What follows belongs to an exercise in optimizing a design on an open flow for small area, a short achievable clock period and few clock cycles per item; a production flow would make more cautious choices.
Only simulation tests tie the RTL to the original design; equivalence was not proved.
No driver is modelled on the clock port, so clocking that relies on it looks cheaper here than on a real chip.
No activity file was given, so power comes from the tool's default toggle rates.

==> flow/design.v <==
module cmu_assoc #(
    parameter int LINE_WORDS_WIDTH = 2,
    parameter int SET_WIDTH        = 4
) (
    input  logic        clk,
    input  logic        rst,
    input  logic [31:0] addr_rw,
    input  logic        en_r,
    input  logic        en_w,
    input  logic [31:0] data_w,
    output logic [31:0] data_r,
    output logic        stall,
    output logic        mem_cs_o,
    output logic        mem_we_o,
    output logic [31:0] mem_addr_o,
    output logic [31:0] mem_data_o,
    input  logic [31:0] mem_data_i,
    input  logic        mem_ack_i,
    output logic [31:0] hit_cnt,
    output logic [31:0] miss_cnt
);
    localparam int TAG_BITS = 32 - SET_WIDTH - LINE_WORDS_WIDTH - 2;
    localparam int SETS     = 1 << SET_WIDTH;
    localparam int LINE     = 1 << LINE_WORDS_WIDTH;
    logic [TAG_BITS-1:0] tag_q    [SETS][2];
    logic [31:0]         data_q   [SETS][2][LINE];
    logic [LINE-1:0]     wvalid_q [SETS][2];    
    logic [LINE-1:0]     wdirty_q [SETS][2];    
    logic [1:0]          lvalid_q [SETS];       
    logic [SETS-1:0]     lru_q;                 
    logic                        wbp_q;         
    logic [SET_WIDTH-1:0]        wb_set_q;
    logic                        wb_way_q;
    logic [LINE_WORDS_WIDTH-1:0] wb_word_q;
    logic [TAG_BITS-1:0]         wb_tag_q;
    logic [31:0]                 wb_data_q;
    logic [LINE_WORDS_WIDTH-1:0] a_word;
    logic [SET_WIDTH-1:0]        a_set;
    logic [TAG_BITS-1:0]         a_tag;
    assign a_word = addr_rw[LINE_WORDS_WIDTH+1:2];
    assign a_set  = addr_rw[SET_WIDTH+LINE_WORDS_WIDTH+1:LINE_WORDS_WIDTH+2];
    assign a_tag  = addr_rw[31:32-TAG_BITS];
    logic [TAG_BITS-1:0] s_tag    [2];
    logic [31:0]         s_data   [2][LINE];
    logic [LINE-1:0]     s_wvalid [2];
    logic [SETS-1:0] set_dec;
    always_comb begin
        for (int s = 0; s < SETS; s++) set_dec[s] = (a_set == SET_WIDTH'(s));
    end
    always_comb begin
        for (int w = 0; w < 2; w++) begin
            s_tag[w]    = '0;
            s_wvalid[w] = '0;
            for (int s = 0; s < SETS; s++) begin
                s_tag[w]    = s_tag[w]    | (tag_q[s][w]    & {TAG_BITS{set_dec[s]}});
                s_wvalid[w] = s_wvalid[w] | (wvalid_q[s][w] & {LINE{set_dec[s]}});
            end
            for (int k = 0; k < LINE; k++) begin
                s_data[w][k] = '0;
                for (int s = 0; s < SETS; s++)
                    s_data[w][k] = s_data[w][k] | (data_q[s][w][k] & {32{set_dec[s]}});
            end
        end
    end
    logic [SETS-1:0] match0, match1;
    always_comb begin
        for (int s = 0; s < SETS; s++) begin
            match0[s] = lvalid_q[s][0] && (tag_q[s][0] == a_tag);
            match1[s] = lvalid_q[s][1] && (tag_q[s][1] == a_tag);
        end
    end
    logic req, lh0, lh1, line_hit, word_ok, use_way;
    assign req      = en_r | en_w;
    assign lh0      = match0[a_set];
    assign lh1      = match1[a_set];
    assign line_hit = lh0 | lh1;
    assign word_ok  = (lh0 & s_wvalid[0][a_word]) | (lh1 & s_wvalid[1][a_word]);
    function automatic logic [LINE_WORDS_WIDTH-1:0] first_set(input logic [LINE-1:0] v);
        first_set = '0;
        for (int i = LINE - 1; i >= 0; i--) if (v[i]) first_set = LINE_WORDS_WIDTH'(i);
    endfunction
    logic [SETS-1:0]             vic_s, vd_s, le1_s, cway_s, cany_s;
    logic [LINE_WORDS_WIDTH-1:0] cword_s [SETS];
    always_comb begin
        for (int s = 0; s < SETS; s++) begin
            logic [LINE-1:0] d0, d1, dv, dc;
            d0 = lvalid_q[s][0] ? wdirty_q[s][0] : '0;
            d1 = lvalid_q[s][1] ? wdirty_q[s][1] : '0;
            vic_s[s]   = !lvalid_q[s][0] ? 1'b0 : !lvalid_q[s][1] ? 1'b1 : lru_q[s];
            dv         = vic_s[s] ? d1 : d0;
            vd_s[s]    = |dv;
            le1_s[s]   = (dv & (dv - LINE'(1))) == '0;      
            cway_s[s]  = vd_s[s] ? vic_s[s] : ~vic_s[s];
            dc         = cway_s[s] ? d1 : d0;
            cany_s[s]  = |(d0 | d1);
            cword_s[s] = first_set(dc);
        end
    end
    logic vic, vic_dirty, vic_le1;
    assign vic       = vic_s[a_set];
    assign vic_dirty = vd_s[a_set];
    assign vic_le1   = le1_s[a_set];
    assign use_way   = line_hit ? lh1 : vic;
    logic                        cand_any, cand_way;
    logic [LINE_WORDS_WIDTH-1:0] cand_word;
    assign cand_way  = cway_s[a_set];
    assign cand_any  = cany_s[a_set];
    assign cand_word = cword_s[a_set];
    logic wb_xfer, wb_done, load_wb;
    assign wb_xfer = wbp_q && !fetch;
    assign wb_done = wb_xfer && mem_ack_i;
    assign load_wb = req && cand_any && (!wbp_q || wb_done);
    logic wb_same;
    assign wb_same = wbp_q && (wb_set_q == a_set) && (wb_word_q == a_word) &&
                     (wb_tag_q == a_tag);
    logic need_fetch, fetch, go, alloc, complete, vic_free;
    assign vic_free   = !vic_dirty || (vic_le1 && req && (!wbp_q || (en_w && mem_ack_i)));
    assign need_fetch = !en_w && !word_ok;
    assign go         = req && (line_hit || vic_free);      
    assign fetch      = go && need_fetch && !wb_same;
    assign alloc      = go && !line_hit;
    assign complete   = go && (!need_fetch || (mem_ack_i && !wb_same));
    assign stall      = req && !complete;
    logic        wr_en;
    logic [31:0] wr_data;
    assign wr_en   = complete && (en_w || !word_ok);
    assign wr_data = en_w ? data_w : mem_data_i;
    assign mem_cs_o   = !rst && (fetch || wbp_q);
    assign mem_we_o   = !fetch;
    assign mem_addr_o = fetch ? {addr_rw[31:2], 2'b00}
                              : {wb_tag_q, wb_set_q, wb_word_q, 2'b00};
    assign mem_data_o = wb_data_q;
    always_ff @(posedge clk or posedge rst) begin
        if (rst) begin
            lru_q    <= '0;
            for (int s = 0; s < SETS; s++) lvalid_q[s] <= 2'b00;
            hit_cnt  <= '0;
            miss_cnt <= '0;
            data_r   <= '0;
            wbp_q    <= 1'b0;
        end else begin
            if (alloc) begin
                lvalid_q[a_set][vic] <= 1'b1;
                miss_cnt             <= miss_cnt + 32'd1;
            end
            if (complete) begin
                lru_q[a_set] <= ~use_way;
                hit_cnt      <= hit_cnt + 32'd1;
                if (!en_w) data_r <= word_ok ? s_data[lh1][a_word] : mem_data_i;
            end
            if (load_wb) wbp_q <= 1'b1;
            else if (wb_done) wbp_q <= 1'b0;
        end
    end
    always_ff @(posedge clk) begin
        if (load_wb) wdirty_q[a_set][cand_way][cand_word] <= 1'b0;
        if (alloc) begin
            tag_q[a_set][vic]    <= a_tag;
            wvalid_q[a_set][vic] <= '0;
            wdirty_q[a_set][vic] <= '0;
        end
        if (wr_en) begin
            data_q[a_set][use_way][a_word]   <= wr_data;
            wvalid_q[a_set][use_way][a_word] <= 1'b1;
            if (en_w) wdirty_q[a_set][use_way][a_word] <= 1'b1;
        end
        if (load_wb) begin
            wb_set_q  <= a_set;
            wb_way_q  <= cand_way;
            wb_word_q <= cand_word;
            wb_tag_q  <= s_tag[cand_way];
            wb_data_q <= s_data[cand_way][cand_word];
        end
    end
endmodule
clock: 9.0 ns
lec_check: 0
cap_margin: 10
core_margin: 2
core_utilization: 40
cts_buf_list: sky130_fd_sc_hd__clkbuf_8
cts_cluster_diameter: 50
cts_cluster_size: 16
setup_slack_margin: 2.5
slew_margin: 10
tns_end_percent: 5
run.sh (not shown) runs the stock make flow with config.mk's settings and CLKGATE_MAP_FILE= SYNTH_SCRIPT=/design/flow/synth_recipe.tcl, a recipe that flattens the netlist after the stock synthesis.
The starting point finished but failed the layout checks on capacitance limit, slew limit.
Testbench counts at the start, summed over its fixed seeds: cycles 26,355, accesses 24,000.
Rerun with:
- CAP_MARGIN: 10 -> 20
- SLEW_MARGIN: 10 -> 20
=> The new run finished with timing, DRC and antenna clean. Utilization rises by 0.13 points. Setup slack is better by 0.085 ns. Count of clock-buffer cells in the layout falls by 6. Wire length rises by 0.40%. Design area hardly moves. First-iteration DRC count rises by 2.5%. Combinational power rises by about 0.9%. Sequential cell count stays the same.
Rerun with:
- SETUP_SLACK_MARGIN: 2.5 -> 3.5
Result: The changed run passed the timing, DRC and antenna checks. Setup slack degrades by 0.065 ns. Core utilization came out higher by 0.53 points. Clock power stays flat. Via count goes up by 0.39%. Cell count hardly moves. Global-route usage is about the same. Design area rose by 1.2%. Clock skew came out higher by 0.029 ns. Power drops by 0.41%. Flip-flop and latch count does not change.

* * *

== run A ==
Starts from the design.v that is shown in full above.
Settings: LEC_CHECK=0, CAP_MARGIN=20, CORE_MARGIN=2, CORE_UTILIZATION=40, CTS_BUF_LIST=sky130_fd_sc_hd__clkbuf_8, CTS_CLUSTER_DIAMETER=50, CTS_CLUSTER_SIZE=16, SETUP_SLACK_MARGIN=2.5, SLEW_MARGIN=20, TNS_END_PERCENT=5; clock period 9.0 ns.
standard.sh (not shown) runs the stock make flow with config.mk's settings and CLKGATE_MAP_FILE= SYNTH_SCRIPT=/design/flow/synth_recipe.tcl, a recipe that flattens the netlist after the stock synthesis.
==> flow/flow/run.sh <==
#!/bin/bash
# Own layout flow: the standard ORFS flow (standard.sh) with four extra
# make settings:
#   * DONT_USE_CELLS: the platform's list plus the OR cells, whose stacked
#     PMOS makes them slow; synthesis then builds ORs from NAND/NOR.
#   * MATCH_CELL_FOOTPRINT=0: timing repair may swap a cell for any cell
#     with the same function, not only one with the same footprint.
#   * BUFFER_PORTS_ARGS: every port still gets its buffer, a buf_1 (repair
#     sizes it up where timing needs) instead of the default delay cell.
#   * POST_CTS_TCL: flow/post_cts.tcl, two more setup repair passes over all
#     violating endpoints after the clock tree is built.
# Registers, their names and cell types are those of the standard synthesis.
# The make output of every step is kept in flow_make.log here; ORFS keeps
# each tool's own log under orfs/logs.
set -euo pipefail

PLATFORM_DONT_USE="sky130_fd_sc_hd__probe_p_8 sky130_fd_sc_hd__probec_p_8
sky130_fd_sc_hd__lpflow_bleeder_1
sky130_fd_sc_hd__lpflow_clkbufkapwr_1 sky130_fd_sc_hd__lpflow_clkbufkapwr_16
sky130_fd_sc_hd__lpflow_clkbufkapwr_2 sky130_fd_sc_hd__lpflow_clkbufkapwr_4
sky130_fd_sc_hd__lpflow_clkbufkapwr_8
sky130_fd_sc_hd__lpflow_clkinvkapwr_1 sky130_fd_sc_hd__lpflow_clkinvkapwr_16
sky130_fd_sc_hd__lpflow_clkinvkapwr_2 sky130_fd_sc_hd__lpflow_clkinvkapwr_4
sky130_fd_sc_hd__lpflow_clkinvkapwr_8
sky130_fd_sc_hd__lpflow_decapkapwr_12 sky130_fd_sc_hd__lpflow_decapkapwr_3
sky130_fd_sc_hd__lpflow_decapkapwr_4 sky130_fd_sc_hd__lpflow_decapkapwr_6
sky130_fd_sc_hd__lpflow_decapkapwr_8
sky130_fd_sc_hd__lpflow_inputiso0n_1 sky130_fd_sc_hd__lpflow_inputiso0p_1
sky130_fd_sc_hd__lpflow_inputiso1n_1 sky130_fd_sc_hd__lpflow_inputiso1p_1
sky130_fd_sc_hd__lpflow_inputisolatch_1
sky130_fd_sc_hd__lpflow_isobufsrc_1 sky130_fd_sc_hd__lpflow_isobufsrc_16
sky130_fd_sc_hd__lpflow_isobufsrc_2 sky130_fd_sc_hd__lpflow_isobufsrc_4
sky130_fd_sc_hd__lpflow_isobufsrc_8 sky130_fd_sc_hd__lpflow_isobufsrckapwr_16
sky130_fd_sc_hd__lpflow_lsbuf_lh_hl_isowell_tap_1
sky130_fd_sc_hd__lpflow_lsbuf_lh_hl_isowell_tap_2
sky130_fd_sc_hd__lpflow_lsbuf_lh_hl_isowell_tap_4
sky130_fd_sc_hd__lpflow_lsbuf_lh_isowell_4
sky130_fd_sc_hd__lpflow_lsbuf_lh_isowell_tap_1
sky130_fd_sc_hd__lpflow_lsbuf_lh_isowell_tap_2
sky130_fd_sc_hd__lpflow_lsbuf_lh_isowell_tap_4"

SLOW_OR="sky130_fd_sc_hd__or2_0 sky130_fd_sc_hd__or2_1 sky130_fd_sc_hd__or2_2
sky130_fd_sc_hd__or2_4 sky130_fd_sc_hd__or3_1 sky130_fd_sc_hd__or3_2
sky130_fd_sc_hd__or3_4 sky130_fd_sc_hd__or4_1 sky130_fd_sc_hd__or4_2
sky130_fd_sc_hd__or4_4 sky130_fd_sc_hd__or3b_1 sky130_fd_sc_hd__or3b_2
sky130_fd_sc_hd__or3b_4 sky130_fd_sc_hd__or4b_1 sky130_fd_sc_hd__or4b_2
sky130_fd_sc_hd__or4b_4 sky130_fd_sc_hd__or4bb_1 sky130_fd_sc_hd__or4bb_2
sky130_fd_sc_hd__or4bb_4"

DONT_USE=$(echo $PLATFORM_DONT_USE $SLOW_OR)

bash standard.sh "DONT_USE_CELLS=$DONT_USE" MATCH_CELL_FOOTPRINT=0 \
    "POST_CTS_TCL=$PWD/flow/post_cts.tcl" \
    "BUFFER_PORTS_ARGS=-buffer_cell sky130_fd_sc_hd__buf_1" finish \
    > flow_make.log 2>&1
test -s out/final.def
==> flow/flow/post_cts.tcl <==
# Extra setup repair after CTS (run by ORFS through POST_CTS_TCL): all
# violating endpoints, twice, then legalize the placement again.
estimate_parasitics -placement
repair_timing -setup -setup_margin 2.6 -repair_tns 100 -verbose
repair_timing -setup -setup_margin 2.6 -repair_tns 100 -verbose
detailed_placement
check_placement -verbose
Testbench counts of run A, summed over its fixed seeds: cycles 26,355, accesses 24,000.
Modified inputs, run B compared to run A
Settings: SETUP_SLACK_MARGIN changed from 2.5 to 3.5.
diff --git a/flow/flow/run.sh b/flow/flow/run.sh
--- a/flow/flow/run.sh
+++ b/flow/flow/run.sh
@@ -1,3 +1,3 @@
 #!/bin/bash
-# Own layout flow: the standard ORFS flow (standard.sh) with four extra
+# Own layout flow: the standard ORFS flow (standard.sh) with three extra
 # make settings:
@@ -9,4 +9,2 @@
 #     sizes it up where timing needs) instead of the default delay cell.
-#   * POST_CTS_TCL: flow/post_cts.tcl, two more setup repair passes over all
-#     violating endpoints after the clock tree is built.
 # Registers, their names and cell types are those of the standard synthesis.
@@ -52,3 +50,2 @@
 bash standard.sh "DONT_USE_CELLS=$DONT_USE" MATCH_CELL_FOOTPRINT=0 \
-    "POST_CTS_TCL=$PWD/flow/post_cts.tcl" \
     "BUFFER_PORTS_ARGS=-buffer_cell sky130_fd_sc_hd__buf_1" finish \
removed: flow/flow/post_cts.tcl
Fraction of power consumed by combinational cells for run B is lower than for run A. Min part of the cycle the worst path needs across run A and run B: run A. Run B | status: complete | timing, DRC, antenna: pass. Run A leaves more setup margin than run B. Run B against run A; static leakage power is down slightly. Summary of the comparison: critical-path maximum fanout is higher in run B, relative to run A.
Edits applied to the flow inputs when going from run B to run C:
Settings: changing SLEW_MARGIN from 20 to 10; changing SETUP_SLACK_MARGIN from 3.5 to 2.5; changing CAP_MARGIN from 20 to 10.
[summary]
- Run C against run B: time the worst path needs with I/O delays and setup climbed 0.019 ns, proportion of cell area occupied by multi-input gates barely changed, worst-case hold slack dropped 0.0066 ns, count of clock-net buffers in the final layout climbed 5.
- Compared with run B, run C degrades setup slack.
- Between run B and run C, the flow reports power per cell area decreasing slightly.
- Run C against run B: area taken by flip-flops and latches about even; maximum frequency about even; footprint of the multi-input gates was more or less identical.
- Run C and run B ended up with nearly the same cell count.

==> separate check: timing with driven ports <==
In the flow no input, the clock included, has a driving cell. The finished layouts below were timed again as built, in two steps. Step 1, drivers: a clkbuf_16 drives clk and a buf_2 each remaining input, both assumed. Step 2 adds t to the input delays and takes it off the output delays; t is the mean of the earliest and latest rising clock arrival at the registers after step 1. Input paths then give back, and output paths get back, about the clock's delay inside the block. Three values: ideal ports, drivers, drivers and shift; two values: the first two.
run	shift t [ns]	setup slack, ns	hold slack, ns	worst slew at a driven data input, ns
the first run of note 1	1.385	1.827 / 1.577 / 1.086	0.479 / 0.479 / 0.479	0.34
the second run of note 1	1.397	1.912 / 1.646 / 1.178	0.474 / 0.474 / 0.474	0.38
the third run of note 1	1.402	1.847 / 1.543 / 1.446	0.470 / 0.470 / 0.470	0.42
run A	1.420	1.866 / 1.591 / 1.108	0.470 / 0.470 / 0.470	0.49
run B	1.407	1.841 / 1.582 / 1.582	0.477 / 0.467 / 0.477	0.43
run C	1.376	1.822 / 1.529 / 1.069	0.470 / 0.470 / 0.470	0.44
The setup slack of run A, which loses most, moves by -0.275 ns with the drivers and by -0.758 ns with both steps.
